Context: an optimization exercise on an open-source flow, tuned for small area and few clock cycles. The choices shown serve that exercise and are no tape-out recipe.
Only simulation tests tie the RTL to the original design; equivalence was not proved.

beta:
==> flow/design.v <==
`timescale 1ns/1ps
module conv_top (
  input  logic        clk,
  input  logic        reset,
  input  logic        ready,
  output logic        busy,
  output logic [9:0]  iaddr,
  output logic        ioe,
  input  logic [7:0]  idata,
  output logic        l0_wen,
  output logic [9:0]  l0_addr,
  output logic [11:0] l0_data,
  output logic        l1_wen,
  output logic [7:0]  l1_addr,
  output logic [11:0] l1_data
);
  localparam int img_dim   = 32;
  localparam int pos_w     = $clog2(img_dim);
  localparam int pixel_w   = 8;
  localparam int sum_w     = 12;    
  localparam int feat_w    = 12;    
  localparam int relu_w    = 11;    
  localparam int band_h    = 4;
  localparam int col_len   = band_h + 2;
  localparam int n_bands   = img_dim / band_h;
  localparam int band_w    = $clog2(n_bands);
  localparam int q_w       = $clog2(col_len);
  localparam int k_w       = $clog2(band_h);
  localparam int buf_len   = 2 * col_len + 3;
  logic [band_w-1:0] b;
  logic [pos_w-1:0]  c;
  logic [q_w-1:0]    q;
  logic              prime;      
  logic [pixel_w-1:0] sr [buf_len];
  logic q_last, c_last, done;
  assign q_last = (q == q_w'(col_len - 1));
  assign c_last = &c;
  assign done   = !prime && (b == band_w'(n_bands - 1)) && c_last && q_last;
  always_ff @(posedge clk or posedge reset) begin
    if (reset)
      busy <= 1'b0;
    else if (!busy)
      busy <= ready;
    else if (done)
      busy <= 1'b0;
  end
  always_ff @(posedge clk) begin
    if (!busy) begin
      b     <= band_w'(n_bands - 1);
      c     <= pos_w'(img_dim - 2);
      q     <= q_w'(band_h - 2);
      prime <= 1'b1;
    end else begin
      q <= q_last ? '0 : q + 1'b1;
      if (q_last) begin
        c <= c + 1'b1;
        if (c_last) begin
          b     <= b + 1'b1;
          prime <= 1'b0;
        end
      end
    end
  end
  logic [q_w-1:0]    rd_slot;    
  logic              rd_next;    
  logic [pos_w:0]    rd_col;
  logic [band_w-1:0] rd_band;
  logic [pos_w-1:0]  rd_row;
  always_comb begin
    if (q >= q_w'(band_h - 2)) begin
      rd_slot = q - q_w'(band_h - 2);
      rd_next = 1'b1;
    end else begin
      rd_slot = q + 3'd4;
      rd_next = 1'b0;
    end
  end
  assign rd_col  = {1'b0, c} + (rd_next ? 6'd2 : 6'd1);
  assign rd_band = b + band_w'(rd_col[pos_w]);
  assign rd_row  = {rd_band, {k_w{1'b0}}} + rd_slot - 1'b1;   
  assign ioe   = busy;
  assign iaddr = {rd_row[pos_w-1:0], rd_col[pos_w-1:0]};
  always_ff @(posedge clk) begin
    sr[0] <= idata;
    for (int i = 1; i < buf_len; i++)
      sr[i] <= sr[i-1];
  end
  logic [pixel_w-1:0] p_ul, p_ur, p_cc, p_cr, p_dl, p_dc, p_dr;
  assign p_dr = sr[0];
  assign p_cr = sr[1];
  assign p_ur = sr[2];
  assign p_dc = sr[col_len];
  assign p_cc = sr[col_len + 1];
  assign p_dl = sr[2 * col_len];
  assign p_ul = sr[2 * col_len + 2];
  logic pad_l, pad_r, pad_u, pad_d;
  assign pad_l = (c == '0);
  assign pad_r = c_last;
  assign pad_u = (b == '0) && (q == '0);
  assign pad_d = (b == band_w'(n_bands - 1)) && (q == q_w'(band_h - 1));
  logic [pixel_w-1:0] m_ul, m_dl, m_ur, m_cr, m_dr, m_dc;
  assign m_ul = (pad_l || pad_u) ? '0 : p_ul;
  assign m_dl = (pad_l || pad_d) ? '0 : p_dl;
  assign m_ur = (pad_r || pad_u) ? '0 : p_ur;
  assign m_cr = pad_r ? '0 : p_cr;
  assign m_dr = (pad_r || pad_d) ? '0 : p_dr;
  assign m_dc = pad_d ? '0 : p_dc;
  logic [relu_w-1:0] pos, neg;
  logic [relu_w:0]   diff;
  assign pos  = m_dl + p_cc + m_ur + {m_dc, 1'b0} + {m_cr, 1'b0};
  assign neg  = {m_ul, 1'b0} + {m_dr, 1'b0} + m_dr;
  assign diff = {1'b0, pos} - {1'b0, neg};
  logic [relu_w-1:0] feat;
  assign feat = diff[relu_w] ? '0 : diff[relu_w-1:0];
  logic valid;
  assign valid = busy && !prime && (q < q_w'(band_h));
  assign l0_wen  = valid;
  assign l0_addr = {b, q[k_w-1:0], c};
  assign l0_data = {1'b0, feat};
  logic [relu_w-1:0] acc [2];
  logic              sel, first, take;
  logic [relu_w-1:0] acc_cur;
  assign sel     = q[1] | (q[2] & q[0]);
  assign acc_cur = acc[sel];
  assign first   = !c[0] && !q[0];
  assign take    = first || (feat > acc_cur);
  always_ff @(posedge clk) begin
    if (valid && take)
      acc[sel] <= feat;
  end
  assign l1_wen  = busy && !prime && c[0] && q[2];
  assign l1_addr = {b, sel, c[pos_w-1:1]};
  assign l1_data = {1'b0, acc_cur};
endmodule
==> flow/config.mk <==
export PLATFORM = sky130hd
export DESIGN_NAME = conv_top
export DESIGN_NICKNAME = conv_top
export VERILOG_FILES = /design/flow/design.v
export SDC_FILE = /design/flow/constraint.sdc
export NUM_CORES = 4
export LEC_CHECK = 0
export CAP_MARGIN = 20
export CORE_MARGIN = 2
export CORE_UTILIZATION = 40
export CTS_BUF_LIST = sky130_fd_sc_hd__clkbuf_8
export SLEW_MARGIN = 20
==> flow/constraint.sdc <==
create_clock -name core_clock -period 10.0 [get_ports {clk}]
set_input_delay 2.0000 -clock core_clock [delete_from_list [all_inputs] [get_ports {clk}]]
set_output_delay 2.0000 -clock core_clock [all_outputs]
set_load 0.01 [all_outputs]
standard.sh (not shown) runs the stock make flow with config.mk's settings and CLKGATE_MAP_FILE= SYNTH_SCRIPT=/design/flow/synth_recipe.tcl, a recipe that flattens the netlist after the stock synthesis.
==> flow/flow/run.sh <==
#!/bin/bash
# Standard synthesis, then its combinational logic re-mapped for area with
# the registers untouched, then the standard layout with the smallest
# buffer cell on the ports and a clock tree without dummy loads.
set -euo pipefail
R=orfs/results/sky130hd/conv_top/base
LIB=$FLOW_HOME/platforms/sky130hd/lib/sky130_fd_sc_hd__tt_025C_1v80.lib
bash standard.sh synth > 1_standard_synth.log 2>&1
mkdir -p reopt
cp $R/1_2_yosys.v reopt/std_netlist.v
python3 flow/split_lib.py $LIB reopt > 2_split_lib.log 2>&1
yosys -s flow/reopt.ys > 3_reopt_yosys.log 2>&1
cp reopt/netlist.v $R/1_2_yosys.v
rm -f $R/1_synth.odb
bash standard.sh "BUFFER_PORTS_ARGS=-buffer_cell sky130_fd_sc_hd__buf_1" \
  "CTS_ARGS=$(cat flow/cts_args.txt)" finish > 4_standard_layout.log 2>&1
Other scripts of this flow, unchanged in this note and not shown: flow/flow/abc_area.scr, flow/flow/cts_args.txt, flow/flow/reopt.ys, flow/flow/split_lib.py
beta: PASS, flow complete, no timing, DRC or antenna violations
Testbench counts of beta, summed over its fixed seeds: cycles 49,504.
diff inputs: beta => epsilon
==> flow/design.v, changed modules only <==
module conv_top (
  input  logic        clk,
  input  logic        reset,
  input  logic        ready,
  output logic        busy,
  output logic [9:0]  iaddr,
  output logic        ioe,
  input  logic [7:0]  idata,
  output logic        l0_wen,
  output logic [9:0]  l0_addr,
  output logic [11:0] l0_data,
  output logic        l1_wen,
  output logic [7:0]  l1_addr,
  output logic [11:0] l1_data
);
  localparam int img_dim   = 32;
  localparam int pos_w     = $clog2(img_dim);
  localparam int pixel_w   = 8;
  localparam int sum_w     = 12;    
  localparam int feat_w    = 12;    
  localparam int relu_w    = 11;    
  localparam int band_h    = 4;
  localparam int col_len   = band_h + 2;
  localparam int n_bands   = img_dim / band_h;
  localparam int band_w    = $clog2(n_bands);
  localparam int q_w       = $clog2(col_len);
  localparam int k_w       = $clog2(band_h);
  localparam int buf_len   = 2 * col_len + 2;    
  logic [band_w-1:0] b;
  logic [pos_w-1:0]  c;
  logic [q_w-1:0]    q;
  logic              prime;      
  logic [pixel_w-1:0] sr [buf_len];
  logic q_last, c_last, done;
  assign q_last = (q == q_w'(col_len - 1));
  assign c_last = &c;
  assign done   = !prime && (b == band_w'(n_bands - 1)) && c_last && q_last;
  always_ff @(posedge clk or posedge reset) begin
    if (reset)
      busy <= 1'b0;
    else if (!busy)
      busy <= ready;
    else if (done)
      busy <= 1'b0;
  end
  always_ff @(posedge clk) begin
    if (!busy) begin
      b     <= band_w'(n_bands - 1);
      c     <= pos_w'(img_dim - 2);
      q     <= q_w'(band_h - 1);
      prime <= 1'b1;
    end else begin
      q <= q_last ? '0 : q + 1'b1;
      if (q_last) begin
        c <= c + 1'b1;
        if (c_last) begin
          b     <= b + 1'b1;
          prime <= 1'b0;
        end
      end
    end
  end
  logic [q_w-1:0]    rd_slot;    
  logic              rd_next;    
  logic [pos_w:0]    rd_col;
  logic [band_w-1:0] rd_band;
  logic [pos_w-1:0]  rd_row;
  always_comb begin
    if (q >= q_w'(band_h - 1)) begin
      rd_slot = q - q_w'(band_h - 1);
      rd_next = 1'b1;
    end else begin
      rd_slot = q + 3'd3;
      rd_next = 1'b0;
    end
  end
  assign rd_col  = {1'b0, c} + (rd_next ? 6'd2 : 6'd1);
  assign rd_band = b + band_w'(rd_col[pos_w]);
  assign rd_row  = {rd_band, {k_w{1'b0}}} + rd_slot - 1'b1;   
  assign ioe   = busy;
  assign iaddr = {rd_row[pos_w-1:0], rd_col[pos_w-1:0]};
  logic zero_q;
  always_ff @(posedge clk)
    zero_q <= (rd_band == '0 && rd_slot == '0) ||
              (rd_band == band_w'(n_bands - 1) && rd_slot == q_w'(col_len - 1));
  always_ff @(posedge clk) begin
    sr[0] <= zero_q ? '0 : idata;
    for (int i = 1; i < buf_len; i++)
      sr[i] <= sr[i-1];
  end
  logic [pixel_w-1:0] p_ul, p_ur, p_cc, p_cr, p_dl, p_dc, p_dr;
  assign p_dr = idata;
  assign p_cr = sr[0];
  assign p_ur = sr[1];
  assign p_dc = sr[col_len - 1];
  assign p_cc = sr[col_len];
  assign p_dl = sr[2 * col_len - 1];
  assign p_ul = sr[2 * col_len + 1];
  logic pad_l, pad_r;
  assign pad_l = (c == '0);
  assign pad_r = c_last;
  logic [pixel_w-1:0] m_ul, m_dl, m_ur, m_cr, m_dr, m_dc;
  assign m_ul = pad_l ? '0 : p_ul;
  assign m_dl = pad_l ? '0 : p_dl;
  assign m_ur = pad_r ? '0 : p_ur;
  assign m_cr = pad_r ? '0 : p_cr;
  assign m_dr = (pad_r || zero_q) ? '0 : p_dr;
  assign m_dc = p_dc;
  logic [relu_w-1:0] pos, neg;
  logic [relu_w:0]   diff;
  assign pos  = m_dl + p_cc + m_ur + {m_dc, 1'b0} + {m_cr, 1'b0};
  assign neg  = {m_ul, 1'b0} + {m_dr, 1'b0} + m_dr;
  assign diff = {1'b0, pos} - {1'b0, neg};
  logic [relu_w-1:0] feat;
  assign feat = diff[relu_w] ? '0 : diff[relu_w-1:0];
  logic valid;
  assign valid = busy && !prime && (q < q_w'(band_h));
  assign l0_wen  = valid;
  assign l0_addr = {b, q[k_w-1:0], c};
  assign l0_data = {1'b0, feat};
  logic [relu_w-1:0] acc [2];
  logic              sel, first, take;
  logic [relu_w-1:0] acc_cur;
  assign sel     = q[1] | (q[2] & q[0]);
  assign acc_cur = acc[sel];
  assign first   = !c[0] && !q[0];
  assign take    = first || (feat > acc_cur);
  always_ff @(posedge clk) begin
    if (valid && take)
      acc[sel] <= feat;
  end
  assign l1_wen  = busy && !prime && c[0] && q[2];
  assign l1_addr = {b, sel, c[pos_w-1:1]};
  assign l1_data = {1'b0, acc_cur};
endmodule
==> comparison <==
On area growth from synthesis to layout, epsilon and beta are neck and neck.
Fraction of the cycle the final worst path needs (lower): epsilon
~same clock input transition at the sequential cells of the worst setup and hold paths in epsilon and beta
Worst setup slack delta for epsilon relative to beta: 49 ps higher
Number of tapcells: epsilon vs beta down 4
Between epsilon and beta, it is epsilon whose worst slew margin relative to its limit is lower, by 14 points.
Testbench counts of epsilon, summed over its fixed seeds: cycles 49,472.

==> separate check: timing with driven ports <==
Ports are ideal in the flow. The routed layouts listed here were re-timed in OpenROAD. Step 1 sets driving cells, clkbuf_16 on the clock port and buf_2 on the other inputs (assumed; they add their load-dependent delay and slew). Step 2 times the ports against the registers' clock, not the clock port: input delays grow and output delays shrink by t, the midpoint of the rising clock arrivals with the driver on. Three values: ideal, step 1, step 2; two values: the first two.
run | shift t [ns] | setup WS [ns] | slew at the worst register clock pin (ns)
beta | 0.466 | 0.903 / 0.868 / 1.209 | 0.08 / 0.08
epsilon | 0.472 | 0.952 / 0.910 / 0.652 | 0.08 / 0.08
After both steps setup and hold are still met in every run listed. The setup slack of epsilon, which loses most, moves by -0.042 ns with the drivers and by -0.300 ns with both steps.
